Context: an optimization exercise on an open-source flow, tuned for small area, a short achievable clock period and few clock cycles per item. The choices shown serve that exercise and are no tape-out recipe.
No functional check of the RTL was part of any run shown here.
No activity file was given, so power comes from the tool's default toggle rates.

==> design.v <==
package output_eval_pkg;
	localparam int DATA_W = 12;
	localparam int INT_BITS = 3;
	localparam int FRAC_BITS = DATA_W - INT_BITS - 1;  
	localparam int NEURONS = 4;  
	localparam int IDX_W = 2;  
	localparam int CNT_W = 8;  
	typedef logic signed [DATA_W-1:0] fxp_t;
	typedef fxp_t [NEURONS-1:0] fxp_vec_t;  
	typedef logic signed [2*DATA_W-1:0] product_t;  
	localparam fxp_t FXP_MAX = {1'b0, {(DATA_W-1){1'b1}}};
	localparam fxp_t FXP_MIN = {1'b1, {(DATA_W-1){1'b0}}};
	localparam fxp_t FXP_NEG_ONE = {{(INT_BITS+1){1'b1}}, {FRAC_BITS{1'b0}}};
	typedef struct packed {
		fxp_vec_t act;  
		fxp_vec_t deriv;  
		logic [NEURONS-1:0] label;  
	} sample_t;
	typedef struct packed {
		logic valid;  
		logic [IDX_W-1:0] idx;  
		fxp_t max_val;  
	} class_t;
	typedef struct packed {
		fxp_vec_t delta;  
		logic [IDX_W-1:0] idx;
		logic correct;  
		logic [CNT_W-1:0] count;  
	} result_t;
	localparam int SAMPLE_W = 2 * NEURONS * DATA_W + NEURONS;  
	localparam int RESULT_W = NEURONS * DATA_W + IDX_W + 1 + CNT_W;  
endpackage
`timescale 1ns/1ps
module fxp_mul (
	input logic [11:0] a_i,  
	input logic y_i,  
	input logic [11:0] d_i,  
	output logic [31:0] t_o  
);
	logic sat;  
	logic [5:0] dhi;  
	logic neg0, one0, two0;
	logic [12:0] pp0;
	logic neg1, one1, two1;
	logic [12:0] pp1;
	logic neg2, one2, two2;
	logic [12:0] pp2;
	logic neg3, one3, two3;
	logic [12:0] pp3;
	logic neg4, one4, two4;
	logic [12:0] pp4;
	logic neg5, one5, two5;
	logic [12:0] pp5;
	logic [12:0] sel5;
	logic [5:0] z5;  
	logic negc5;  
	logic s0, k0;
	logic s1, k1;
	logic s2, k2;
	logic s3, k3;
	logic s4, k4;
	logic s5, k5;
	logic s6, k6;
	logic s7, k7;
	logic s8, k8;
	logic s9, k9;
	logic s10, k10;
	logic s11, k11;
	logic s12, k12;
	logic s13, k13;
	logic s14, k14;
	logic s15, k15;
	logic s16, k16;
	logic s17, k17;
	logic s18, k18;
	logic s19, k19;
	logic s20, k20;
	logic s21, k21;
	logic s22, k22;
	logic s23, k23;
	logic s24, k24;
	logic s25, k25;
	logic s26, k26;
	logic s27, k27;
	logic s28, k28;
	logic s29, k29;
	logic s30, k30;
	logic s31, k31;
	logic s32, k32;
	logic s33, k33;
	logic s34, k34;
	logic s35, k35;
	logic s36, k36;
	logic s37, k37;
	logic s38, k38;
	logic s39, k39;
	logic s40, k40;
	logic s41, k41;
	logic s42, k42;
	logic s43, k43;
	logic s44, k44;
	logic s45, k45;
	logic s46, k46;
	logic s47, k47;
	logic s48, k48;
	logic s49, k49;
	logic s50, k50;
	logic s51, k51;
	logic s52, k52;
	logic s53, k53;
	logic s54, k54;
	logic [7:0] la, lb;
	logic [8:0] lg, lp;  
	logic lG0_1;
	logic lP0_1;
	logic lG0_3;
	logic lP0_3;
	logic lG0_5;
	logic lP0_5;
	logic lG0_7;
	logic lP0_7;
	logic lG1_2;
	logic lP1_2;
	logic lG1_3;
	logic lP1_3;
	logic lG1_6;
	logic lP1_6;
	logic lG1_7;
	logic lP1_7;
	logic lG2_4;
	logic lP2_4;
	logic lG2_5;
	logic lP2_5;
	logic lG2_6;
	logic lP2_6;
	logic lG2_7;
	logic lP2_7;
	logic lG3_8;
	logic lP3_8;
	logic lcarry;  
	assign sat = y_i & a_i[11] & ~a_i[10] & ~a_i[9] & ~a_i[8];
	always_comb begin
		case ({a_i[11:7], y_i})
			6'd0: dhi = 6'b000000;
			6'd1: dhi = 6'b110100;
			6'd2: dhi = 6'b010000;
			6'd3: dhi = 6'b100100;
			6'd4: dhi = 6'b010000;
			6'd5: dhi = 6'b000000;
			6'd6: dhi = 6'b001000;
			6'd7: dhi = 6'b010000;
			6'd8: dhi = 6'b101010;
			6'd9: dhi = 6'b010000;
			6'd10: dhi = 6'b110010;
			6'd11: dhi = 6'b001000;
			6'd12: dhi = 6'b110010;
			6'd13: dhi = 6'b101010;
			6'd14: dhi = 6'b100010;
			6'd15: dhi = 6'b110010;
			6'd16: dhi = 6'b000010;
			6'd17: dhi = 6'b110010;
			6'd18: dhi = 6'b010010;
			6'd19: dhi = 6'b100010;
			6'd20: dhi = 6'b010010;
			6'd21: dhi = 6'b000010;
			6'd22: dhi = 6'b001010;
			6'd23: dhi = 6'b010010;
			6'd24: dhi = 6'b101001;
			6'd25: dhi = 6'b010010;
			6'd26: dhi = 6'b110001;
			6'd27: dhi = 6'b001010;
			6'd28: dhi = 6'b110001;
			6'd29: dhi = 6'b101001;
			6'd30: dhi = 6'b100001;
			6'd31: dhi = 6'b110001;
			6'd32: dhi = 6'b000101;
			6'd33: dhi = 6'b000101;
			6'd34: dhi = 6'b010101;
			6'd35: dhi = 6'b000101;
			6'd36: dhi = 6'b010101;
			6'd37: dhi = 6'b000101;
			6'd38: dhi = 6'b001101;
			6'd39: dhi = 6'b010101;
			6'd40: dhi = 6'b101110;
			6'd41: dhi = 6'b010101;
			6'd42: dhi = 6'b110110;
			6'd43: dhi = 6'b001101;
			6'd44: dhi = 6'b110110;
			6'd45: dhi = 6'b101110;
			6'd46: dhi = 6'b100110;
			6'd47: dhi = 6'b110110;
			6'd48: dhi = 6'b000110;
			6'd49: dhi = 6'b110110;
			6'd50: dhi = 6'b010110;
			6'd51: dhi = 6'b100110;
			6'd52: dhi = 6'b010110;
			6'd53: dhi = 6'b000110;
			6'd54: dhi = 6'b001110;
			6'd55: dhi = 6'b010110;
			6'd56: dhi = 6'b101100;
			6'd57: dhi = 6'b010110;
			6'd58: dhi = 6'b110100;
			6'd59: dhi = 6'b001110;
			6'd60: dhi = 6'b110100;
			6'd61: dhi = 6'b101100;
			6'd62: dhi = 6'b100100;
			6'd63: dhi = 6'b110100;
			default: dhi = 6'b000000;
		endcase
	end
	assign neg0 = a_i[1];
	assign one0 = (a_i[0] ^ 1'b0) & ~sat;
	assign two0 = ((a_i[1] & ~a_i[0] & ~1'b0) | (~a_i[1] & a_i[0] & 1'b0)) & ~sat;
	assign pp0[0] = ((d_i[0] & one0) | (1'b0 & two0)) ^ neg0;
	assign pp0[1] = ((d_i[1] & one0) | (d_i[0] & two0)) ^ neg0;
	assign pp0[2] = ((d_i[2] & one0) | (d_i[1] & two0)) ^ neg0;
	assign pp0[3] = ((d_i[3] & one0) | (d_i[2] & two0)) ^ neg0;
	assign pp0[4] = ((d_i[4] & one0) | (d_i[3] & two0)) ^ neg0;
	assign pp0[5] = ((d_i[5] & one0) | (d_i[4] & two0)) ^ neg0;
	assign pp0[6] = ((d_i[6] & one0) | (d_i[5] & two0)) ^ neg0;
	assign pp0[7] = ((d_i[7] & one0) | (d_i[6] & two0)) ^ neg0;
	assign pp0[8] = ((d_i[8] & one0) | (d_i[7] & two0)) ^ neg0;
	assign pp0[9] = ((d_i[9] & one0) | (d_i[8] & two0)) ^ neg0;
	assign pp0[10] = ((d_i[10] & one0) | (d_i[9] & two0)) ^ neg0;
	assign pp0[11] = ((d_i[11] & one0) | (d_i[10] & two0)) ^ neg0;
	assign pp0[12] = ((d_i[11] & one0) | (d_i[11] & two0)) ^ neg0;
	assign neg1 = a_i[3];
	assign one1 = (a_i[2] ^ a_i[1]) & ~sat;
	assign two1 = ((a_i[3] & ~a_i[2] & ~a_i[1]) | (~a_i[3] & a_i[2] & a_i[1])) & ~sat;
	assign pp1[0] = ((d_i[0] & one1) | (1'b0 & two1)) ^ neg1;
	assign pp1[1] = ((d_i[1] & one1) | (d_i[0] & two1)) ^ neg1;
	assign pp1[2] = ((d_i[2] & one1) | (d_i[1] & two1)) ^ neg1;
	assign pp1[3] = ((d_i[3] & one1) | (d_i[2] & two1)) ^ neg1;
	assign pp1[4] = ((d_i[4] & one1) | (d_i[3] & two1)) ^ neg1;
	assign pp1[5] = ((d_i[5] & one1) | (d_i[4] & two1)) ^ neg1;
	assign pp1[6] = ((d_i[6] & one1) | (d_i[5] & two1)) ^ neg1;
	assign pp1[7] = ((d_i[7] & one1) | (d_i[6] & two1)) ^ neg1;
	assign pp1[8] = ((d_i[8] & one1) | (d_i[7] & two1)) ^ neg1;
	assign pp1[9] = ((d_i[9] & one1) | (d_i[8] & two1)) ^ neg1;
	assign pp1[10] = ((d_i[10] & one1) | (d_i[9] & two1)) ^ neg1;
	assign pp1[11] = ((d_i[11] & one1) | (d_i[10] & two1)) ^ neg1;
	assign pp1[12] = ((d_i[11] & one1) | (d_i[11] & two1)) ^ neg1;
	assign neg2 = a_i[5];
	assign one2 = (a_i[4] ^ a_i[3]) & ~sat;
	assign two2 = ((a_i[5] & ~a_i[4] & ~a_i[3]) | (~a_i[5] & a_i[4] & a_i[3])) & ~sat;
	assign pp2[0] = ((d_i[0] & one2) | (1'b0 & two2)) ^ neg2;
	assign pp2[1] = ((d_i[1] & one2) | (d_i[0] & two2)) ^ neg2;
	assign pp2[2] = ((d_i[2] & one2) | (d_i[1] & two2)) ^ neg2;
	assign pp2[3] = ((d_i[3] & one2) | (d_i[2] & two2)) ^ neg2;
	assign pp2[4] = ((d_i[4] & one2) | (d_i[3] & two2)) ^ neg2;
	assign pp2[5] = ((d_i[5] & one2) | (d_i[4] & two2)) ^ neg2;
	assign pp2[6] = ((d_i[6] & one2) | (d_i[5] & two2)) ^ neg2;
	assign pp2[7] = ((d_i[7] & one2) | (d_i[6] & two2)) ^ neg2;
	assign pp2[8] = ((d_i[8] & one2) | (d_i[7] & two2)) ^ neg2;
	assign pp2[9] = ((d_i[9] & one2) | (d_i[8] & two2)) ^ neg2;
	assign pp2[10] = ((d_i[10] & one2) | (d_i[9] & two2)) ^ neg2;
	assign pp2[11] = ((d_i[11] & one2) | (d_i[10] & two2)) ^ neg2;
	assign pp2[12] = ((d_i[11] & one2) | (d_i[11] & two2)) ^ neg2;
	assign neg3 = a_i[7];
	assign one3 = (a_i[6] ^ a_i[5]) & ~sat;
	assign two3 = ((a_i[7] & ~a_i[6] & ~a_i[5]) | (~a_i[7] & a_i[6] & a_i[5])) & ~sat;
	assign pp3[0] = ((d_i[0] & one3) | (1'b0 & two3)) ^ neg3;
	assign pp3[1] = ((d_i[1] & one3) | (d_i[0] & two3)) ^ neg3;
	assign pp3[2] = ((d_i[2] & one3) | (d_i[1] & two3)) ^ neg3;
	assign pp3[3] = ((d_i[3] & one3) | (d_i[2] & two3)) ^ neg3;
	assign pp3[4] = ((d_i[4] & one3) | (d_i[3] & two3)) ^ neg3;
	assign pp3[5] = ((d_i[5] & one3) | (d_i[4] & two3)) ^ neg3;
	assign pp3[6] = ((d_i[6] & one3) | (d_i[5] & two3)) ^ neg3;
	assign pp3[7] = ((d_i[7] & one3) | (d_i[6] & two3)) ^ neg3;
	assign pp3[8] = ((d_i[8] & one3) | (d_i[7] & two3)) ^ neg3;
	assign pp3[9] = ((d_i[9] & one3) | (d_i[8] & two3)) ^ neg3;
	assign pp3[10] = ((d_i[10] & one3) | (d_i[9] & two3)) ^ neg3;
	assign pp3[11] = ((d_i[11] & one3) | (d_i[10] & two3)) ^ neg3;
	assign pp3[12] = ((d_i[11] & one3) | (d_i[11] & two3)) ^ neg3;
	assign neg4 = dhi[5];
	assign one4 = dhi[4];
	assign two4 = dhi[3];
	assign pp4[0] = ((d_i[0] & one4) | (1'b0 & two4)) ^ neg4;
	assign pp4[1] = ((d_i[1] & one4) | (d_i[0] & two4)) ^ neg4;
	assign pp4[2] = ((d_i[2] & one4) | (d_i[1] & two4)) ^ neg4;
	assign pp4[3] = ((d_i[3] & one4) | (d_i[2] & two4)) ^ neg4;
	assign pp4[4] = ((d_i[4] & one4) | (d_i[3] & two4)) ^ neg4;
	assign pp4[5] = ((d_i[5] & one4) | (d_i[4] & two4)) ^ neg4;
	assign pp4[6] = ((d_i[6] & one4) | (d_i[5] & two4)) ^ neg4;
	assign pp4[7] = ((d_i[7] & one4) | (d_i[6] & two4)) ^ neg4;
	assign pp4[8] = ((d_i[8] & one4) | (d_i[7] & two4)) ^ neg4;
	assign pp4[9] = ((d_i[9] & one4) | (d_i[8] & two4)) ^ neg4;
	assign pp4[10] = ((d_i[10] & one4) | (d_i[9] & two4)) ^ neg4;
	assign pp4[11] = ((d_i[11] & one4) | (d_i[10] & two4)) ^ neg4;
	assign pp4[12] = ((d_i[11] & one4) | (d_i[11] & two4)) ^ neg4;
	assign neg5 = dhi[2];
	assign one5 = dhi[1];
	assign two5 = dhi[0];
	assign z5[0] = 1'b1;
	assign sel5[0] = (d_i[0] & one5) | (1'b0 & two5);
	assign z5[1] = (~one5 | (~d_i[0])) & (~two5 | (1'b1));
	assign pp5[0] = sel5[0] ^ (neg5 & ~z5[0]);
	assign sel5[1] = (d_i[1] & one5) | (d_i[0] & two5);
	assign z5[2] = (~one5 | (~d_i[0] & ~d_i[1])) & (~two5 | (~d_i[0]));
	assign pp5[1] = sel5[1] ^ (neg5 & ~z5[1]);
	assign sel5[2] = (d_i[2] & one5) | (d_i[1] & two5);
	assign z5[3] = (~one5 | (~d_i[0] & ~d_i[1] & ~d_i[2])) & (~two5 | (~d_i[0] & ~d_i[1]));
	assign pp5[2] = sel5[2] ^ (neg5 & ~z5[2]);
	assign sel5[3] = (d_i[3] & one5) | (d_i[2] & two5);
	assign z5[4] = (~one5 | (~d_i[0] & ~d_i[1] & ~d_i[2] & ~d_i[3])) & (~two5 | (~d_i[0] & ~d_i[1] & ~d_i[2]));
	assign pp5[3] = sel5[3] ^ (neg5 & ~z5[3]);
	assign sel5[4] = (d_i[4] & one5) | (d_i[3] & two5);
	assign z5[5] = (~one5 | (~d_i[0] & ~d_i[1] & ~d_i[2] & ~d_i[3] & ~d_i[4])) & (~two5 | (~d_i[0] & ~d_i[1] & ~d_i[2] & ~d_i[3]));
	assign pp5[4] = sel5[4] ^ (neg5 & ~z5[4]);
	assign sel5[5] = (d_i[5] & one5) | (d_i[4] & two5);
	assign pp5[5] = sel5[5] ^ neg5;
	assign sel5[6] = (d_i[6] & one5) | (d_i[5] & two5);
	assign pp5[6] = sel5[6] ^ neg5;
	assign sel5[7] = (d_i[7] & one5) | (d_i[6] & two5);
	assign pp5[7] = sel5[7] ^ neg5;
	assign sel5[8] = (d_i[8] & one5) | (d_i[7] & two5);
	assign pp5[8] = sel5[8] ^ neg5;
	assign sel5[9] = (d_i[9] & one5) | (d_i[8] & two5);
	assign pp5[9] = sel5[9] ^ neg5;
	assign sel5[10] = (d_i[10] & one5) | (d_i[9] & two5);
	assign pp5[10] = sel5[10] ^ neg5;
	assign sel5[11] = (d_i[11] & one5) | (d_i[10] & two5);
	assign pp5[11] = sel5[11] ^ neg5;
	assign sel5[12] = (d_i[11] & one5) | (d_i[11] & two5);
	assign pp5[12] = sel5[12] ^ neg5;
	assign negc5 = neg5 & z5[5];
	assign s0 = pp0[6] ^ pp1[4];
	assign k0 = pp0[6] & pp1[4];
	assign s1 = pp0[7] ^ pp1[5] ^ pp2[3];
	assign k1 = (pp0[7] & pp1[5]) | (pp2[3] & (pp0[7] ^ pp1[5]));
	assign s2 = pp0[8] ^ pp1[6] ^ pp2[4];
	assign k2 = (pp0[8] & pp1[6]) | (pp2[4] & (pp0[8] ^ pp1[6]));
	assign s3 = pp3[2] ^ pp4[0];
	assign k3 = pp3[2] & pp4[0];
	assign s4 = pp0[9] ^ pp1[7] ^ pp2[5];
	assign k4 = (pp0[9] & pp1[7]) | (pp2[5] & (pp0[9] ^ pp1[7]));
	assign s5 = pp3[3] ^ pp4[1];
	assign k5 = pp3[3] & pp4[1];
	assign s6 = pp0[10] ^ pp1[8] ^ pp2[6];
	assign k6 = (pp0[10] & pp1[8]) | (pp2[6] & (pp0[10] ^ pp1[8]));
	assign s7 = pp3[4] ^ pp4[2] ^ pp5[0];
	assign k7 = (pp3[4] & pp4[2]) | (pp5[0] & (pp3[4] ^ pp4[2]));
	assign s8 = pp0[11] ^ pp1[9] ^ pp2[7];
	assign k8 = (pp0[11] & pp1[9]) | (pp2[7] & (pp0[11] ^ pp1[9]));
	assign s9 = pp3[5] ^ pp4[3] ^ pp5[1];
	assign k9 = (pp3[5] & pp4[3]) | (pp5[1] & (pp3[5] ^ pp4[3]));
	assign s10 = pp1[10] ^ pp2[8] ^ pp3[6];
	assign k10 = (pp1[10] & pp2[8]) | (pp3[6] & (pp1[10] ^ pp2[8]));
	assign s11 = pp4[4] ^ pp5[2] ^ pp0[12];
	assign k11 = (pp4[4] & pp5[2]) | (pp0[12] & (pp4[4] ^ pp5[2]));
	assign s12 = pp2[9] ^ pp3[7] ^ pp4[5];
	assign k12 = (pp2[9] & pp3[7]) | (pp4[5] & (pp2[9] ^ pp3[7]));
	assign s13 = pp5[3] ^ ~pp0[12] ^ ~pp1[11];
	assign k13 = (pp5[3] & ~pp0[12]) | (~pp1[11] & (pp5[3] ^ ~pp0[12]));
	assign s14 = ~pp1[12] ^ pp2[10] ^ pp3[8];
	assign k14 = (~pp1[12] & pp2[10]) | (pp3[8] & (~pp1[12] ^ pp2[10]));
	assign s15 = pp4[6] ^ pp5[4] ^ pp1[11];
	assign k15 = (pp4[6] & pp5[4]) | (pp1[11] & (pp4[6] ^ pp5[4]));
	assign s16 = pp2[11] ^ pp3[9] ^ pp4[7];
	assign k16 = (pp2[11] & pp3[9]) | (pp4[7] & (pp2[11] ^ pp3[9]));
	assign s17 = pp5[5] ^ negc5 ^ 1'b1;
	assign k17 = (pp5[5] & negc5) | (1'b1 & (pp5[5] ^ negc5));
	assign s18 = ~pp2[12] ^ pp3[10] ^ pp4[8];
	assign k18 = (~pp2[12] & pp3[10]) | (pp4[8] & (~pp2[12] ^ pp3[10]));
	assign s19 = pp3[11] ^ pp4[9];
	assign k19 = pp3[11] & pp4[9];
	assign s20 = pp0[4] ^ pp1[2];
	assign k20 = pp0[4] & pp1[2];
	assign s21 = pp0[5] ^ pp1[3];
	assign k21 = pp0[5] & pp1[3];
	assign s22 = pp2[2] ^ pp3[0] ^ neg3;
	assign k22 = (pp2[2] & pp3[0]) | (neg3 & (pp2[2] ^ pp3[0]));
	assign s23 = pp3[1] ^ 1'b1 ^ s1;
	assign k23 = (pp3[1] & 1'b1) | (s1 & (pp3[1] ^ 1'b1));
	assign s24 = neg4 ^ s2 ^ s3;
	assign k24 = (neg4 & s2) | (s3 & (neg4 ^ s2));
	assign s25 = s4 ^ s5 ^ k2;
	assign k25 = (s4 & s5) | (k2 & (s4 ^ s5));
	assign s26 = s6 ^ s7 ^ k4;
	assign k26 = (s6 & s7) | (k4 & (s6 ^ s7));
	assign s27 = s8 ^ s9 ^ k6;
	assign k27 = (s8 & s9) | (k6 & (s8 ^ s9));
	assign s28 = s10 ^ s11 ^ k8;
	assign k28 = (s10 & s11) | (k8 & (s10 ^ s11));
	assign s29 = s12 ^ s13 ^ k10;
	assign k29 = (s12 & s13) | (k10 & (s12 ^ s13));
	assign s30 = s14 ^ s15 ^ k12;
	assign k30 = (s14 & s15) | (k12 & (s14 ^ s15));
	assign s31 = s16 ^ s17 ^ k14;
	assign k31 = (s16 & s17) | (k14 & (s16 ^ s17));
	assign s32 = pp5[6] ^ s18 ^ k16;
	assign k32 = (pp5[6] & s18) | (k16 & (pp5[6] ^ s18));
	assign s33 = pp5[7] ^ 1'b1 ^ s19;
	assign k33 = (pp5[7] & 1'b1) | (s19 & (pp5[7] ^ 1'b1));
	assign s34 = ~pp3[12] ^ pp4[10] ^ pp5[8];
	assign k34 = (~pp3[12] & pp4[10]) | (pp5[8] & (~pp3[12] ^ pp4[10]));
	assign s35 = pp0[2] ^ pp1[0];
	assign k35 = pp0[2] & pp1[0];
	assign s36 = pp0[3] ^ pp1[1];
	assign k36 = pp0[3] & pp1[1];
	assign s37 = pp2[0] ^ neg2 ^ s20;
	assign k37 = (pp2[0] & neg2) | (s20 & (pp2[0] ^ neg2));
	assign s38 = pp2[1] ^ s21 ^ k20;
	assign k38 = (pp2[1] & s21) | (k20 & (pp2[1] ^ s21));
	assign s39 = s0 ^ s22 ^ k21;
	assign k39 = (s0 & s22) | (k21 & (s0 ^ s22));
	assign s40 = k0 ^ s23 ^ k22;
	assign k40 = (k0 & s23) | (k22 & (k0 ^ s23));
	assign s41 = k1 ^ s24 ^ k23;
	assign k41 = (k1 & s24) | (k23 & (k1 ^ s24));
	assign s42 = k3 ^ s25 ^ k24;
	assign k42 = (k3 & s25) | (k24 & (k3 ^ s25));
	assign s43 = k5 ^ s26 ^ k25;
	assign k43 = (k5 & s26) | (k25 & (k5 ^ s26));
	assign s44 = k7 ^ s27 ^ k26;
	assign k44 = (k7 & s27) | (k26 & (k7 ^ s27));
	assign s45 = k9 ^ s28 ^ k27;
	assign k45 = (k9 & s28) | (k27 & (k9 ^ s28));
	assign s46 = k11 ^ s29 ^ k28;
	assign k46 = (k11 & s29) | (k28 & (k11 ^ s29));
	assign s47 = k13 ^ s30 ^ k29;
	assign k47 = (k13 & s30) | (k29 & (k13 ^ s30));
	assign s48 = k15 ^ s31 ^ k30;
	assign k48 = (k15 & s31) | (k30 & (k15 ^ s31));
	assign s49 = k17 ^ s32 ^ k31;
	assign k49 = (k17 & s32) | (k31 & (k17 ^ s32));
	assign s50 = k18 ^ s33 ^ k32;
	assign k50 = (k18 & s33) | (k32 & (k18 ^ s33));
	assign s51 = k19 ^ s34 ^ k33;
	assign k51 = (k19 & s34) | (k33 & (k19 ^ s34));
	assign s52 = pp4[11] ^ pp5[9] ^ k34;
	assign k52 = (pp4[11] & pp5[9]) | (k34 & (pp4[11] ^ pp5[9]));
	assign s53 = ~pp4[12] ^ pp5[10] ^ 1'b1;
	assign k53 = (~pp4[12] & pp5[10]) | (1'b1 & (~pp4[12] ^ pp5[10]));
	assign s54 = pp5[11] ^ 1'b1;
	assign k54 = pp5[11] & 1'b1;
	assign la[0] = pp0[0];
	assign lb[0] = neg0;
	assign la[1] = pp0[1];
	assign lb[1] = 1'b0;
	assign la[2] = neg1;
	assign lb[2] = s35;
	assign la[3] = s36;
	assign lb[3] = k35;
	assign la[4] = s37;
	assign lb[4] = k36;
	assign la[5] = s38;
	assign lb[5] = k37;
	assign la[6] = s39;
	assign lb[6] = k38;
	assign la[7] = s40;
	assign lb[7] = k39;
	assign lg[0] = 1'b0;
	assign lp[0] = 1'b0;
	assign lg[1] = la[0] & lb[0];
	assign lp[1] = la[0] ^ lb[0];
	assign lg[2] = la[1] & lb[1];
	assign lp[2] = la[1] ^ lb[1];
	assign lg[3] = la[2] & lb[2];
	assign lp[3] = la[2] ^ lb[2];
	assign lg[4] = la[3] & lb[3];
	assign lp[4] = la[3] ^ lb[3];
	assign lg[5] = la[4] & lb[4];
	assign lp[5] = la[4] ^ lb[4];
	assign lg[6] = la[5] & lb[5];
	assign lp[6] = la[5] ^ lb[5];
	assign lg[7] = la[6] & lb[6];
	assign lp[7] = la[6] ^ lb[6];
	assign lg[8] = la[7] & lb[7];
	assign lp[8] = la[7] ^ lb[7];
	assign lG0_1 = lg[1] | (lp[1] & lg[0]);
	assign lP0_1 = lp[1] & lp[0];
	assign lG0_3 = lg[3] | (lp[3] & lg[2]);
	assign lP0_3 = lp[3] & lp[2];
	assign lG0_5 = lg[5] | (lp[5] & lg[4]);
	assign lP0_5 = lp[5] & lp[4];
	assign lG0_7 = lg[7] | (lp[7] & lg[6]);
	assign lP0_7 = lp[7] & lp[6];
	assign lG1_2 = lg[2] | (lp[2] & lG0_1);
	assign lP1_2 = lp[2] & lP0_1;
	assign lG1_3 = lG0_3 | (lP0_3 & lG0_1);
	assign lP1_3 = lP0_3 & lP0_1;
	assign lG1_6 = lg[6] | (lp[6] & lG0_5);
	assign lP1_6 = lp[6] & lP0_5;
	assign lG1_7 = lG0_7 | (lP0_7 & lG0_5);
	assign lP1_7 = lP0_7 & lP0_5;
	assign lG2_4 = lg[4] | (lp[4] & lG1_3);
	assign lP2_4 = lp[4] & lP1_3;
	assign lG2_5 = lG0_5 | (lP0_5 & lG1_3);
	assign lP2_5 = lP0_5 & lP1_3;
	assign lG2_6 = lG1_6 | (lP1_6 & lG1_3);
	assign lP2_6 = lP1_6 & lP1_3;
	assign lG2_7 = lG1_7 | (lP1_7 & lG1_3);
	assign lP2_7 = lP1_7 & lP1_3;
	assign lG3_8 = lg[8] | (lp[8] & lG2_7);
	assign lP3_8 = lp[8] & lP2_7;
	assign lcarry = lG3_8;
	assign t_o[0] = s41;  
	assign t_o[1] = k40;  
	assign t_o[2] = s42;  
	assign t_o[3] = k41;  
	assign t_o[4] = s43;  
	assign t_o[5] = k42;  
	assign t_o[6] = s44;  
	assign t_o[7] = k43;  
	assign t_o[8] = s45;  
	assign t_o[9] = k44;  
	assign t_o[10] = s46;  
	assign t_o[11] = k45;  
	assign t_o[12] = s47;  
	assign t_o[13] = k46;  
	assign t_o[14] = s48;  
	assign t_o[15] = k47;  
	assign t_o[16] = s49;  
	assign t_o[17] = k48;  
	assign t_o[18] = s50;  
	assign t_o[19] = k49;  
	assign t_o[20] = s51;  
	assign t_o[21] = k50;  
	assign t_o[22] = s52;  
	assign t_o[23] = k51;  
	assign t_o[24] = s53;  
	assign t_o[25] = k52;  
	assign t_o[26] = s54;  
	assign t_o[27] = k53;  
	assign t_o[28] = ~pp5[12];  
	assign t_o[29] = k54;  
	assign t_o[30] = 1'b1;  
	assign t_o[31] = lcarry;  
endmodule
module fxp_mul_round (
	input logic [31:0] t_i,
	output logic [11:0] p_o
);
	logic [15:0] ra, rb;  
	logic [15:0] q;
	assign ra[0] = t_i[0];
	assign rb[0] = t_i[1];
	assign ra[1] = t_i[2];
	assign rb[1] = t_i[3];
	assign ra[2] = t_i[4];
	assign rb[2] = t_i[5];
	assign ra[3] = t_i[6];
	assign rb[3] = t_i[7];
	assign ra[4] = t_i[8];
	assign rb[4] = t_i[9];
	assign ra[5] = t_i[10];
	assign rb[5] = t_i[11];
	assign ra[6] = t_i[12];
	assign rb[6] = t_i[13];
	assign ra[7] = t_i[14];
	assign rb[7] = t_i[15];
	assign ra[8] = t_i[16];
	assign rb[8] = t_i[17];
	assign ra[9] = t_i[18];
	assign rb[9] = t_i[19];
	assign ra[10] = t_i[20];
	assign rb[10] = t_i[21];
	assign ra[11] = t_i[22];
	assign rb[11] = t_i[23];
	assign ra[12] = t_i[24];
	assign rb[12] = t_i[25];
	assign ra[13] = t_i[26];
	assign rb[13] = t_i[27];
	assign ra[14] = t_i[28];
	assign rb[14] = t_i[29];
	assign ra[15] = t_i[30];
	assign rb[15] = 1'b0;
	logic [16:0] qg, qp;  
	logic qG0_1;
	logic qP0_1;
	logic qG0_3;
	logic qP0_3;
	logic qG0_5;
	logic qP0_5;
	logic qG0_7;
	logic qP0_7;
	logic qG0_9;
	logic qP0_9;
	logic qG0_11;
	logic qP0_11;
	logic qG0_13;
	logic qP0_13;
	logic qG0_15;
	logic qP0_15;
	logic qG1_2;
	logic qP1_2;
	logic qG1_3;
	logic qP1_3;
	logic qG1_6;
	logic qP1_6;
	logic qG1_7;
	logic qP1_7;
	logic qG1_10;
	logic qP1_10;
	logic qG1_11;
	logic qP1_11;
	logic qG1_14;
	logic qP1_14;
	logic qG1_15;
	logic qP1_15;
	logic qG2_4;
	logic qP2_4;
	logic qG2_5;
	logic qP2_5;
	logic qG2_6;
	logic qP2_6;
	logic qG2_7;
	logic qP2_7;
	logic qG2_12;
	logic qP2_12;
	logic qG2_13;
	logic qP2_13;
	logic qG2_14;
	logic qP2_14;
	logic qG2_15;
	logic qP2_15;
	logic qG3_8;
	logic qP3_8;
	logic qG3_9;
	logic qP3_9;
	logic qG3_10;
	logic qP3_10;
	logic qG3_11;
	logic qP3_11;
	logic qG3_12;
	logic qP3_12;
	logic qG3_13;
	logic qP3_13;
	logic qG3_14;
	logic qP3_14;
	logic qG3_15;
	logic qP3_15;
	logic qG4_16;
	logic qP4_16;
	assign qg[0] = t_i[31];
	assign qp[0] = 1'b0;
	assign qg[1] = ra[0] & rb[0];
	assign qp[1] = ra[0] ^ rb[0];
	assign qg[2] = ra[1] & rb[1];
	assign qp[2] = ra[1] ^ rb[1];
	assign qg[3] = ra[2] & rb[2];
	assign qp[3] = ra[2] ^ rb[2];
	assign qg[4] = ra[3] & rb[3];
	assign qp[4] = ra[3] ^ rb[3];
	assign qg[5] = ra[4] & rb[4];
	assign qp[5] = ra[4] ^ rb[4];
	assign qg[6] = ra[5] & rb[5];
	assign qp[6] = ra[5] ^ rb[5];
	assign qg[7] = ra[6] & rb[6];
	assign qp[7] = ra[6] ^ rb[6];
	assign qg[8] = ra[7] & rb[7];
	assign qp[8] = ra[7] ^ rb[7];
	assign qg[9] = ra[8] & rb[8];
	assign qp[9] = ra[8] ^ rb[8];
	assign qg[10] = ra[9] & rb[9];
	assign qp[10] = ra[9] ^ rb[9];
	assign qg[11] = ra[10] & rb[10];
	assign qp[11] = ra[10] ^ rb[10];
	assign qg[12] = ra[11] & rb[11];
	assign qp[12] = ra[11] ^ rb[11];
	assign qg[13] = ra[12] & rb[12];
	assign qp[13] = ra[12] ^ rb[12];
	assign qg[14] = ra[13] & rb[13];
	assign qp[14] = ra[13] ^ rb[13];
	assign qg[15] = ra[14] & rb[14];
	assign qp[15] = ra[14] ^ rb[14];
	assign qg[16] = ra[15] & rb[15];
	assign qp[16] = ra[15] ^ rb[15];
	assign qG0_1 = qg[1] | (qp[1] & qg[0]);
	assign qP0_1 = qp[1] & qp[0];
	assign qG0_3 = qg[3] | (qp[3] & qg[2]);
	assign qP0_3 = qp[3] & qp[2];
	assign qG0_5 = qg[5] | (qp[5] & qg[4]);
	assign qP0_5 = qp[5] & qp[4];
	assign qG0_7 = qg[7] | (qp[7] & qg[6]);
	assign qP0_7 = qp[7] & qp[6];
	assign qG0_9 = qg[9] | (qp[9] & qg[8]);
	assign qP0_9 = qp[9] & qp[8];
	assign qG0_11 = qg[11] | (qp[11] & qg[10]);
	assign qP0_11 = qp[11] & qp[10];
	assign qG0_13 = qg[13] | (qp[13] & qg[12]);
	assign qP0_13 = qp[13] & qp[12];
	assign qG0_15 = qg[15] | (qp[15] & qg[14]);
	assign qP0_15 = qp[15] & qp[14];
	assign qG1_2 = qg[2] | (qp[2] & qG0_1);
	assign qP1_2 = qp[2] & qP0_1;
	assign qG1_3 = qG0_3 | (qP0_3 & qG0_1);
	assign qP1_3 = qP0_3 & qP0_1;
	assign qG1_6 = qg[6] | (qp[6] & qG0_5);
	assign qP1_6 = qp[6] & qP0_5;
	assign qG1_7 = qG0_7 | (qP0_7 & qG0_5);
	assign qP1_7 = qP0_7 & qP0_5;
	assign qG1_10 = qg[10] | (qp[10] & qG0_9);
	assign qP1_10 = qp[10] & qP0_9;
	assign qG1_11 = qG0_11 | (qP0_11 & qG0_9);
	assign qP1_11 = qP0_11 & qP0_9;
	assign qG1_14 = qg[14] | (qp[14] & qG0_13);
	assign qP1_14 = qp[14] & qP0_13;
	assign qG1_15 = qG0_15 | (qP0_15 & qG0_13);
	assign qP1_15 = qP0_15 & qP0_13;
	assign qG2_4 = qg[4] | (qp[4] & qG1_3);
	assign qP2_4 = qp[4] & qP1_3;
	assign qG2_5 = qG0_5 | (qP0_5 & qG1_3);
	assign qP2_5 = qP0_5 & qP1_3;
	assign qG2_6 = qG1_6 | (qP1_6 & qG1_3);
	assign qP2_6 = qP1_6 & qP1_3;
	assign qG2_7 = qG1_7 | (qP1_7 & qG1_3);
	assign qP2_7 = qP1_7 & qP1_3;
	assign qG2_12 = qg[12] | (qp[12] & qG1_11);
	assign qP2_12 = qp[12] & qP1_11;
	assign qG2_13 = qG0_13 | (qP0_13 & qG1_11);
	assign qP2_13 = qP0_13 & qP1_11;
	assign qG2_14 = qG1_14 | (qP1_14 & qG1_11);
	assign qP2_14 = qP1_14 & qP1_11;
	assign qG2_15 = qG1_15 | (qP1_15 & qG1_11);
	assign qP2_15 = qP1_15 & qP1_11;
	assign qG3_8 = qg[8] | (qp[8] & qG2_7);
	assign qP3_8 = qp[8] & qP2_7;
	assign qG3_9 = qG0_9 | (qP0_9 & qG2_7);
	assign qP3_9 = qP0_9 & qP2_7;
	assign qG3_10 = qG1_10 | (qP1_10 & qG2_7);
	assign qP3_10 = qP1_10 & qP2_7;
	assign qG3_11 = qG1_11 | (qP1_11 & qG2_7);
	assign qP3_11 = qP1_11 & qP2_7;
	assign qG3_12 = qG2_12 | (qP2_12 & qG2_7);
	assign qP3_12 = qP2_12 & qP2_7;
	assign qG3_13 = qG2_13 | (qP2_13 & qG2_7);
	assign qP3_13 = qP2_13 & qP2_7;
	assign qG3_14 = qG2_14 | (qP2_14 & qG2_7);
	assign qP3_14 = qP2_14 & qP2_7;
	assign qG3_15 = qG2_15 | (qP2_15 & qG2_7);
	assign qP3_15 = qP2_15 & qP2_7;
	assign qG4_16 = qg[16] | (qp[16] & qG3_15);
	assign qP4_16 = qp[16] & qP3_15;
	assign q[0] = qp[1] ^ qg[0];
	assign q[1] = qp[2] ^ qG0_1;
	assign q[2] = qp[3] ^ qG1_2;
	assign q[3] = qp[4] ^ qG1_3;
	assign q[4] = qp[5] ^ qG2_4;
	assign q[5] = qp[6] ^ qG2_5;
	assign q[6] = qp[7] ^ qG2_6;
	assign q[7] = qp[8] ^ qG2_7;
	assign q[8] = qp[9] ^ qG3_8;
	assign q[9] = qp[10] ^ qG3_9;
	assign q[10] = qp[11] ^ qG3_10;
	assign q[11] = qp[12] ^ qG3_11;
	assign q[12] = qp[13] ^ qG3_12;
	assign q[13] = qp[14] ^ qG3_13;
	assign q[14] = qp[15] ^ qG3_14;
	assign q[15] = qp[16] ^ qG3_15;
	logic hi_ok;  
	logic in_range;  
	assign hi_ok = ((ra[13] ^ rb[13]) == (ra[12] | rb[12])) &
		((ra[14] ^ rb[14]) == (ra[13] | rb[13])) &
		((ra[15] ^ rb[15]) == (ra[14] | rb[14]));
	assign in_range = hi_ok & (qG3_12 == (ra[12] ^ rb[12]));
	assign p_o = in_range ? {~q[11], q[10:0]} :
		(q[15] ? 12'h800 : 12'h7ff);
endmodule
`timescale 1ns/1ps
module output_eval_top (
	input logic clk,
	input logic reset,
	input logic wb_cyc_i,
	input logic wb_stb_i,
	input logic wb_we_i,
	input logic [99:0] wb_dat_i,
	output logic [58:0] wb_dat_o,
	output logic wb_ack_o
);
	localparam int TB = 32;  
	logic wr;  
	logic rd;  
	logic held_q;  
	logic [7:0] count_q;
	logic [1:0] idx_q;
	logic correct_q;
	logic [4*TB-1:0] t_q;  
	logic [4*TB-1:0] t_d;
	logic [47:0] delta;
	logic signed [11:0] act [4];  
	logic [3:0] win;  
	logic [1:0] idx_d;
	logic hit;
	assign wr = wb_cyc_i && wb_stb_i && wb_we_i;
	assign rd = wb_cyc_i && wb_stb_i && !wb_we_i && held_q;
	assign wb_ack_o = wr || rd;
	for (genvar g = 0; g < 4; g++) begin : g_neuron
		assign act[g] = wb_dat_i[52 + 12*g +: 12];
		fxp_mul u_mul (
			.a_i(act[g]),
			.y_i(wb_dat_i[g]),
			.d_i(wb_dat_i[4 + 12*g +: 12]),
			.t_o(t_d[TB*g +: TB])
		);
		fxp_mul_round u_round (
			.t_i(t_q[TB*g +: TB]),
			.p_o(delta[12*g +: 12])
		);
	end
	logic ge01, ge02, ge03, ge12, ge13, ge23;
	assign ge01 = act[0] >= act[1];
	assign ge02 = act[0] >= act[2];
	assign ge03 = act[0] >= act[3];
	assign ge12 = act[1] >= act[2];
	assign ge13 = act[1] >= act[3];
	assign ge23 = act[2] >= act[3];
	assign win[0] = ge01 && ge02 && ge03;
	assign win[1] = !ge01 && ge12 && ge13;
	assign win[2] = !ge02 && !ge12 && ge23;
	assign win[3] = !ge03 && !ge13 && !ge23;
	assign idx_d = {win[2] || win[3], win[1] || win[3]};
	assign hit = |(win & wb_dat_i[3:0]);
	always_ff @(posedge clk or posedge reset) begin
		if (reset) begin
			held_q <= 1'b0;
		end else if (wr) begin
			held_q <= 1'b1;
		end
	end
	always_ff @(posedge clk or posedge reset) begin
		if (reset) begin
			count_q <= '0;
		end else if (wr && hit) begin
			count_q <= count_q + 8'd1;
		end
	end
	always_ff @(posedge clk) begin
		if (wr) begin
			t_q <= t_d;
			idx_q <= idx_d;
			correct_q <= hit;
		end
	end
	assign wb_dat_o = {delta, idx_q, correct_q, count_q};
endmodule
==> flow/run.sh <==
#!/bin/bash
set -euo pipefail
export BUFFER_PORTS_ARGS="-buffer_cell sky130_fd_sc_hd__buf_1"
bash standard.sh > standard.log 2>&1
==> standard.sh <==
#!/bin/bash
# synth_recipe.tcl (not shown) runs the flow's synth.tcl, then flattens the netlist and writes it again
# the make line also repeats each setting of config.mk as NAME=value (left out here)
make -C /OpenROAD-flow-scripts/flow DESIGN_CONFIG=/design/flow/config.mk WORK_HOME=/design/flow/orfs CLKGATE_MAP_FILE= SYNTH_SCRIPT=/design/flow/synth_recipe.tcl "${@:-finish}"
==> config.mk <==
export PLATFORM = sky130hd
export DESIGN_NAME = output_eval_top
export DESIGN_NICKNAME = output_eval_top
export VERILOG_FILES = /design/flow/design.v
export SDC_FILE = /design/flow/constraint.sdc
export NUM_CORES = 4
export LEC_CHECK = 0
export ABC_AREA = 1
export CAP_MARGIN = 20
export CORE_MARGIN = 2
export CORE_UTILIZATION = 40
export CTS_BUF_LIST = sky130_fd_sc_hd__clkbuf_4 sky130_fd_sc_hd__clkbuf_8
export SETUP_SLACK_MARGIN = 3.1
export SLEW_MARGIN = 20
==> constraint.sdc <==
create_clock -name core_clock -period 7.5 [get_ports {clk}]
set_input_delay 1.5000 -clock core_clock [delete_from_list [all_inputs] [get_ports {clk}]]
set_output_delay 1.5000 -clock core_clock [all_outputs]
set_load 0.01 [all_outputs]
==> out/results.txt, run 1 <==
Cts hold-fix bufs: 0
Router iterations before antenna repair: 5
Max Cap Violations: 0
H-tree depth: 4
DRC violations left: 0
Proportion of layout cells with a drive suffix above 1: 17.5%
Layout Area Growth over Synthesis: 17.9%
Final net count: 3,172
Vias/cell: 5.32
Register share of total power: 23.5%
Fraction of registers with async set/reset: 6.62%
Seq cells post-synth: 136
Filler cell count: 4,928
Initial Utilization: 40.4%
Status: complete, no violations
Setup violations, final: 0
Tot Pwr: 0.00532 W
Clock Sinks: 136
Post-DRT Antenna Nets: 0
Multi-input gate area: 15,600 um2
Initial antenna violation count: 3
Clk_skew: 0.000391 ns
Setup crit start kind: primary input
Register area: 4040 um2
Crit path DAT: 4.66 ns
Fmax: 0.230 GHz
Chip Height: 232 um
GPL Wtd Cong: 0.885
Clk buf depth: 2
Global route overflow: 0
Clock transition at path regs: 0.08 ns
Synth top area cells: edfxtp_1 (18%), fa_1 (17%), ha_1 (14%)
Yosys warnings: 4
Max-slew violation count: 0
CTS buffer count: 17
Via count: 17,900
Cell Rows: 83
VDD IR-drop max: 0.131 mV
Placeable Area: 51,300 um2
IO Pins: 165
Slew HR: 31.2%
Period Utilization, post-route: 58.0%
Most common flop cell mapped by yosys: edfxtp_1
Clock Root Buffer: clkbuf_8
Synth area leader: edfxtp_1
Switching part of the total: 44.8%
Post-Syn Instances: 2,459
Worst Max-Slew Pin Slew: 1.03 ns
Synth top area share: 18.4%
Hold Crit Class: register to register
Die X: 232 um
Die Area: 53,700 um2
Crit. End Element: register
Crit Reg-Reg Startpoint: count_q[2]
Mean Syn Cell Area: 8.44 um2
Crit-path max FO: 12
Final TNS setup: 0 ns
Number of I/O port buffers: 164
Initial DRC Count: 1,028
P_sw: 0.00238 W
Most common cell after layout, fill and taps aside: inv_1
Crit path kind: primary input to register
CP startpoint: wb_dat_i[57]
Synth cell types: 45
Most frequent cells in the layout: inv_1 (383), xor2_1 (282), nand2_1 (261)
Unrepaired setup endpoints after global routing: yes
Routed WL: 58.4 mm
Int Pwr: 0.00294 W
Post-synth EDFFs: 127
Leak: 11.5 nW
Total track usage: 21.8%
Power density cells: 217 nW/um2
Clk Latency, worst-skew pair: 0.55 ns
Mapped Area: 20,700 um2
Vias in the first global route: 17,500
Clock group share of total power: 11.6%
Tmin final: 4.35 ns
Worst Hold Launch: held_q
Dpl hpwl: 43.8 mm
Endpoints failing hold: 0
Routed len/inst: 17.4 um
First-pass GRT wire length: 92.0 mm
Combinational power share: 64.9%
Syn nets: 2,973
CP required: 7.81 ns
Largest net degree at the start of global routing: 75
Seq/Total Area, Yosys: 19.5%
CTS tree: built
-- power groups by stage --
stage	combinational (W)	clock (W)	sequential, W
after CTS	0.00330	0.000644	0.00125
after floorplan	0.00237	0	0.00125
final	0.00345	0.000617	0.00125
after detailed placement	0.00314	0	0.00126
after global placement	0.00302	0	0.00126
after global routing	0.00401	0.000665	0.00126
-- cells by family (layout without fill, tap and decap cells) --
| logic type | count (synthesis) | in the layout | share of synthesized area (%) |
|---|---|---|---|
| buffers and inverters | 564 | 771 | 10.5 |
| AND/OR/NAND/NOR | 524 | 528 | 10.9 |
| AO/OA/AOI/OAI | 502 | 503 | 14.4 |
| adder cells (fa/ha/maj) | 409 | 409 | 31.0 |
| XOR/XNOR | 320 | 320 | 13.5 |
| flip-flops | 136 | 136 | 19.5 |
| multiplexers | 4 | 4 | 0.193 |
| other | 0 | 2 | 0 |
-- state kept, by name, indices dropped and copies added, names as in the netlist --
register and flops:
correct_q 1, count_q 8, held_q 1, idx_q 2, t_q 124
-- cell usage after synthesis (4+ instances only) --
| master | instances |
|---|---|
| inv_1 | 426 |
| nand2_1 | 295 |
| xor2_1 | 283 |
| o22ai_1 | 256 |
| ha_1 | 233 |
| fa_1 | 176 |
| edfxtp_1 | 127 |
| nor2_1 | 108 |
| a21oi_1 | 103 |
| o21ai_0 | 83 |
| clkbuf_1 | 79 |
| nand3_1 | 50 |
| xnor2_1 | 37 |
| buf_2 | 32 |
| o211ai_1 | 17 |
| nand4_1 | 16 |
| clkinv_1 | 11 |
| inv_2 | 11 |
| nand2_2 | 11 |
| nor3_1 | 11 |
| a31oi_1 | 10 |
| a21o_1 | 9 |
| dfrtp_1 | 9 |
| nand3b_1 | 8 |
| nor3b_1 | 6 |
| o221ai_1 | 5 |
| a21oi_2 | 4 |
| and2_1 | 4 |
| mux2i_1 | 4 |
| nand3_2 | 4 |
| o31ai_1 | 4 |
| or2_2 | 4 |
-- path summary, 6_finish.rpt --
check                      cells after the start          to  slack, ns
hold reg to reg                                2      held_q       0.47
max in group asynchronous                      2  count_q[3]       6.38
setup / recovery                              13      t_q[2]       3.15
hold / removal                                 2      held_q       0.47
setup reg to reg                               5  count_q[7]       6.25
min in group asynchronous                      2      held_q       0.87
-- timing repair --
| item | 4_1_cts | 5_1_grt |
|---|---|---|
| endpoints found under the hold margin | 0 | 0 |
| cloned | 4 | 3 |
| resized for setup | 131 | 165 |
| endpoints found under the setup margin | 143 | 107 |
| pin swaps | 27 | 34 |
| setup buffers | 63 | 50 |
-- stage by stage --
stage / utilization [%] / cell area (um2) / std cells / hold slack (ns) / setup slack [ns]
after floorplan: - / 21500 / 2459 / 0.428 / 3.04
after global placement: 43.5 / 22300 / 3198 / 0.450 / 1.70
after detailed placement: 43.5 / 22300 / 3199 / 0.458 / 1.61
after CTS: 46.0 / 23600 / 3298 / 0.474 / 3.08
after global routing: 47.7 / 24500 / 3353 / 0.503 / 3.03
final: 47.7 / 24500 / 3353 / 0.471 / 3.15
-- critical path: stages --
cell and delay [ns]:
buf_1 0.07, buf_4 0.25, inv_1 0.30, nand2_1 0.15, o211ai_1 0.12, buf_4 0.17
buf_4 0.15, o22ai_1 0.18, xor2_1 0.20, fa_1 0.46, fa_1 0.53, fa_1 0.53
inv_1 0.04
-- cell type report --
class                   count  area share, %
multi-input cells        1764           63.7
flip-flops and latches    136           16.5
repair buffers            289           7.34
inverters                 448           7.32
well taps                 680           3.48
clock buffers              19           1.02
clock inverters            13          0.537
repair inverters            2         0.0511
diodes                      2         0.0205
-- routing by layer --
layer | up-vias | routed length [um] | track usage (%)
met5 | - | 13 | 0
met4 | 2 | 2190 | 9.52
met3 | 118 | 2820 | 3.47
met2 | 518 | 28500 | 37.2
met1 | 8643 | 24900 | 27.3
li1 | 8569 | - | -
==> run 2, diff against run 1 <==
--- a/design.v
+++ b/design.v
@@ -497,8 +497,8 @@
 	assign lcarry = lG3_8;
-	assign t_o[0] = s41;  
-	assign t_o[1] = k40;  
-	assign t_o[2] = s42;  
+	assign t_o[0] = ~s41;  
+	assign t_o[1] = ~k40;  
+	assign t_o[2] = ~s42;  
 	assign t_o[3] = k41;  
 	assign t_o[4] = s43;  
-	assign t_o[5] = k42;  
+	assign t_o[5] = ~k42;  
 	assign t_o[6] = s44;  
@@ -517,14 +517,14 @@
 	assign t_o[19] = k49;  
-	assign t_o[20] = s51;  
+	assign t_o[20] = ~s51;  
 	assign t_o[21] = k50;  
 	assign t_o[22] = s52;  
-	assign t_o[23] = k51;  
-	assign t_o[24] = s53;  
+	assign t_o[23] = ~k51;  
+	assign t_o[24] = ~s53;  
 	assign t_o[25] = k52;  
 	assign t_o[26] = s54;  
-	assign t_o[27] = k53;  
+	assign t_o[27] = ~k53;  
 	assign t_o[28] = ~pp5[12];  
-	assign t_o[29] = k54;  
+	assign t_o[29] = ~k54;  
 	assign t_o[30] = 1'b1;  
-	assign t_o[31] = lcarry;  
+	assign t_o[31] = ~lcarry;  
 endmodule
@@ -536,8 +536,8 @@
 	logic [15:0] q;
-	assign ra[0] = t_i[0];
-	assign rb[0] = t_i[1];
-	assign ra[1] = t_i[2];
+	assign ra[0] = ~t_i[0];
+	assign rb[0] = ~t_i[1];
+	assign ra[1] = ~t_i[2];
 	assign rb[1] = t_i[3];
 	assign ra[2] = t_i[4];
-	assign rb[2] = t_i[5];
+	assign rb[2] = ~t_i[5];
 	assign ra[3] = t_i[6];
@@ -556,12 +556,12 @@
 	assign rb[9] = t_i[19];
-	assign ra[10] = t_i[20];
+	assign ra[10] = ~t_i[20];
 	assign rb[10] = t_i[21];
 	assign ra[11] = t_i[22];
-	assign rb[11] = t_i[23];
-	assign ra[12] = t_i[24];
+	assign rb[11] = ~t_i[23];
+	assign ra[12] = ~t_i[24];
 	assign rb[12] = t_i[25];
 	assign ra[13] = t_i[26];
-	assign rb[13] = t_i[27];
+	assign rb[13] = ~t_i[27];
 	assign ra[14] = t_i[28];
-	assign rb[14] = t_i[29];
+	assign rb[14] = ~t_i[29];
 	assign ra[15] = t_i[30];
@@ -635,3 +635,3 @@
 	logic qP4_16;
-	assign qg[0] = t_i[31];
+	assign qg[0] = ~t_i[31];
 	assign qp[0] = 1'b0;
==> run 2 against run 1 <==
Still clean. Flip-flop and latch count fell by 4. Cell count fell by 0.60%. Sequential share of layout area fell by 0.23 points. Combinational power fell by 1%. Worst setup slack improved by 0.033 ns. Final area fell by 1.6%. Hold slack got worse by 0.0014 ns. Synthesized cell count fell by 0.20%. Critical path depth rose by 2. First-iteration DRC count rose by 18%. Critical path type unchanged. Largest cell class unchanged. Highest routed layer unchanged.
==> out/results.txt, run 2 <==
Clock Sinks: 132 (-2.9%)
Seq/Total Area, Yosys: 19.1% (-0.39 points)
FF-to-FF setup slack: 6.22 ns (-0.03 ns)
CTS buffer count: 17 (unchanged)
Chip Height: 231 um (-0.48%)
Crit. End Element: register
Synth top cells by count: inv_1 (431), nand2_1 (304), o22ai_1 (260), xor2_1 (253), ha_1 (233)
Fmax: 0.232 GHz (+0.76%)
Period Utilization, post-route: 57.5% (-0.44 points)
Status: complete, no violations
Global route overflow: 0 (unchanged)
Routed WL: 58.0 mm (-0.78%)
Max Cap Violations: 0 (unchanged)
Filler cell count: 4,919 (-0.18%)
Final net count: 3,153 (-0.60%)
Total track usage: 22.0% (+0.12 points)
Clock Root Buffer: clkbuf_8
Fraction of registers with async set/reset: 6.82% (+0.20 points)
Worst r2r dst: count_q[7]
Post-DRT Antenna Nets: 0 (unchanged)
Largest Register: t_q
Die Area: 53,200 um2 (-0.95%)
Slew HR: 44.3% (+13 points)
Crit-path max FO: 11 (-1)
Synth area leader: edfxtp_1
Hold depth: 2 (unchanged)
Tmin final: 4.32 ns (-0.0328 ns)
Max FFs per register: 120 (-3.2%)
Initial antenna violation count: 4 (+1)
Placeable Area: 51,100 um2 (-0.40%)
Dpl hpwl: 43.7 mm (-0.28%)
Crit path kind: primary input to register
Final TNS setup: 0 ns (unchanged)
Clock transition at path regs: 0.09 ns (about the same)
CP required: 7.81 ns (about the same)
Synth cell types: 46 (+2.2%)
DRC violations left: 0 (unchanged)
Fin Hold WS: 0.470 ns (-0.00136 ns)
Pre-CTS setup slack: 1.68 ns (+0.0648 ns)
CTS tree: built
VDD IR-drop max: 0.129 mV (-1.2%)
R2R cell count: 5 (unchanged)
Unrepaired setup endpoints after global routing: no
Count leader, synth: inv_1
Layout Area Growth over Synthesis: 17.1%
Routed len/inst: 17.4 um (-0.18%)
Crit path DAT: 4.63 ns (-0.03 ns)
Hold Crit Class: register to register
Syn nets: 2,968 (-0.17%)
Initial DRC Count: 1,213 (+18%)
Max-slew violation count: 0 (unchanged)
Yosys warnings: 4 (unchanged)
Post-Syn Instances: 2,454 (-0.20%)
Most common cell after layout, fill and taps aside: inv_1
# placed instances: 3,195 (-0.13%)
IO Pins: 165 (unchanged)
Worst Hold Launch: held_q
Most frequent cells in the layout: inv_1 (393), nand2_1 (273), xor2_1 (253)
Final worst slack: 3.18 ns (+0.0328 ns)
Die X: 231 um (-0.48%)
Mapped Area: 20,500 um2 (-0.96%)
Combinational power share: 65.3% (+0.4 points)
Router iterations before antenna repair: 6 (+1)
Most common flop cell mapped by yosys: edfxtp_1
Register share of total power: 23.4% (about the same)
Crit Reg-Reg Startpoint: count_q[2]
Post-synth EDFFs: 123 (-3.1%)
Vias/cell: 5.30 (-0.36%)
Endpoints failing hold: 0 (unchanged)
Leak: 11.2 nW (-2.8%)
Number of I/O port buffers: 164 (unchanged)
Worst Max-Slew Pin Slew: 0.836 ns (-0.196 ns)
Largest net degree at the start of global routing: 63 (-16%)
Via count: 17,700 (-0.95%)
Vias in the first global route: 17,700 (+1.4%)
Proportion of layout cells with a drive suffix above 1: 16.3% (-1.2 points)
Hold Path Sink: held_q
P_sw: 0.00237 W (-0.51%)
Synth top area cells: edfxtp_1 (18%), fa_1 (17%), ha_1 (14%)
Fin cells: 3,333 (-0.60%)
Clk buf depth: 2 (unchanged)
Clock group share of total power: 11.3% (-0.3 points)
Seq cells post-synth: 132 (-2.9%)
Largest regs: t_q (120), count_q (8), idx_q (2)
H-tree depth: 4 (unchanged)
Initial Utilization: 40.2% (-0.23 points)
Setup crit start kind: primary input
Synth top area share: 18.0% (-0.41 points)
Switching part of the total: 45.5% (+0.76 points)
Cts hold-fix bufs: 0 (unchanged)
Clk_skew: 0.000501 ns (+0.000110 ns)
Mean Syn Cell Area: 8.37 um2 (-0.76%)
Clk Latency, worst-skew pair: 0.56 ns (about the same)
Int Pwr: 0.00284 W (-3.5%)
Setup violations, final: 0 (unchanged)
Cell Rows: 83 (unchanged)
Power density cells: 216 nW/um2 (-0.57%)
GPL Wtd Cong: 0.878 (-0.70%)
First-pass GRT wire length: 92.1 mm (+0.14%)
## run 2: cell types whose count changed after synthesis, sizes merged, moves of 16 or more
cell	previous run	this run
buf	37	53
clkbuf	79	63
xnor2	37	75
xor2	283	253
## run 2: worst max-delay path: stages
cell and delay, ns:
buf_2 0.17, inv_2 0.06, nor2_2 0.11, inv_2 0.09
ha_4 0.19, o21ai_4 0.32, nor2_1 0.12, o32ai_2 0.28
nor2_1 0.10, xor2_1 0.17, fa_1 0.50, inv_1 0.05
fa_1 0.48, inv_1 0.05, fa_1 0.44
## run 2: worst max path at each step
stage | to | slack (ns) | cells after the start | start
2_1_floorplan | t_q[14] | 3.08 | 14 | wb_dat_i[63]
3_3_place_gp | t_q[76] | 1.69 | 14 | wb_dat_i[83]
3_5_place_dp | t_q[14] | 1.68 | 10 | wb_dat_i[59]
4_1_cts | wb_dat_o[22] | 3.09 | 16 | t_q[1]
5_1_grt | t_q[74] | 3.07 | 12 | wb_dat_i[83]
6_report | t_q[12] | 3.18 | 15 | wb_dat_i[0]
## run 2: metrics by stage
| step | util [%] | area, um2 | power (W) |
|---|---|---|---|
| 6_report | 47.1 | 24100 | 0.00520 |
| 5_1_grt | 47.1 | 24100 | 0.00582 |
| 4_1_cts | 45.5 | 23200 | 0.00511 |
| 3_5_place_dp | 43.2 | 22100 | 0.00437 |
| 3_3_place_gp | 43.1 | 22000 | 0.00425 |
| 2_1_floorplan | - | 21200 | 0.00357 |
## run 2: area by class of cell
class	instances	area (um2)	area share, %
Multi-Input combinational cell	1752	15500	64.2
Timing Repair Buffer	278	1670	6.93
Timing Repair inverter	1	3.75	0.0156
Clock buffer	18	241	1.00
Tap cell	680	851	3.53
Inverter	457	1810	7.50
Antenna cell	3	7.51	0.0312
Sequential cell	132	3920	16.3
Clock inverter	12	111	0.463
## run 2: power by group through the flow
stage	sequential [W]	clock, W	combinational (W)
floorplan	0.00122	0	0.00235
global placement	0.00123	0	0.00302
detailed placement	0.00123	0	0.00313
CTS	0.00122	0.000611	0.00328
global route	0.00124	0.000638	0.00395
finish	0.00122	0.000586	0.00340
## run 2: cells by family (layout without fill, tap and decap cells)
| family | count (synthesis) | count (layout) | share of synthesized area, % |
|---|---|---|---|
| xor gates and xnor gates | 328 | 328 | 14.0 |
| AOI/OAI and AO/OA | 498 | 499 | 14.3 |
| adders and majority gates | 409 | 409 | 31.3 |
| buffers and inverters | 573 | 766 | 10.8 |
| DFF | 132 | 132 | 19.1 |
| muxes | 4 | 4 | 0.195 |
| and+or+nand+nor | 510 | 512 | 10.3 |
| other | 0 | 3 | 0 |
## run 2: what timing repair did
item,in CTS,in global routing
resized for setup,115,160
pin swaps,18,38
endpoints found under the setup margin,142,123
gates cloned,4,1
setup buffers,48,52
## run 2: per-layer routing
layer  wire length [um]  up-vias  global-route usage, %
li1                   -     8488                      -
met4               1810        2                   8.97
met1              24800     8541                   28.0
met2              28400      541                   36.9
met5                 16        -                      0
met3               2990      108                   3.84

[afterwards: timing with drivers on the ports]
How much do the figures lean on ideal ports? The routed layouts below were timed once more, with nothing changed but the port constraints. Step 1 (the two cells are an assumption about what drives the block):
set clk [get_ports {clk}]
set_driving_cell -lib_cell sky130_fd_sc_hd__clkbuf_16 $clk
set_driving_cell -lib_cell sky130_fd_sc_hd__buf_2 [delete_from_list [all_inputs] $clk]
Step 2 also shifts input and output timing later by t, the mid clock arrival at the registers, as if the neighbouring blocks saw the same clock. a / b / c = no drivers / after step 1 / after step 2; a / b = the first two.
run | t, ns | setup WS [ns] | latest minus earliest clock arrival (ns) | worst data-port slew with drivers (ns)
run 1 | 0.602 | 3.151 / 3.174 / 2.579 | 0.024 / 0.024 | 0.11
run 2 | 0.607 | 3.184 / 3.170 / 2.571 | 0.018 / 0.018 | 0.11
After both steps every run listed still meets setup and hold. For run 2, which loses most, drivers alone change the setup slack by -0.014 ns; drivers and shift together by -0.613 ns.
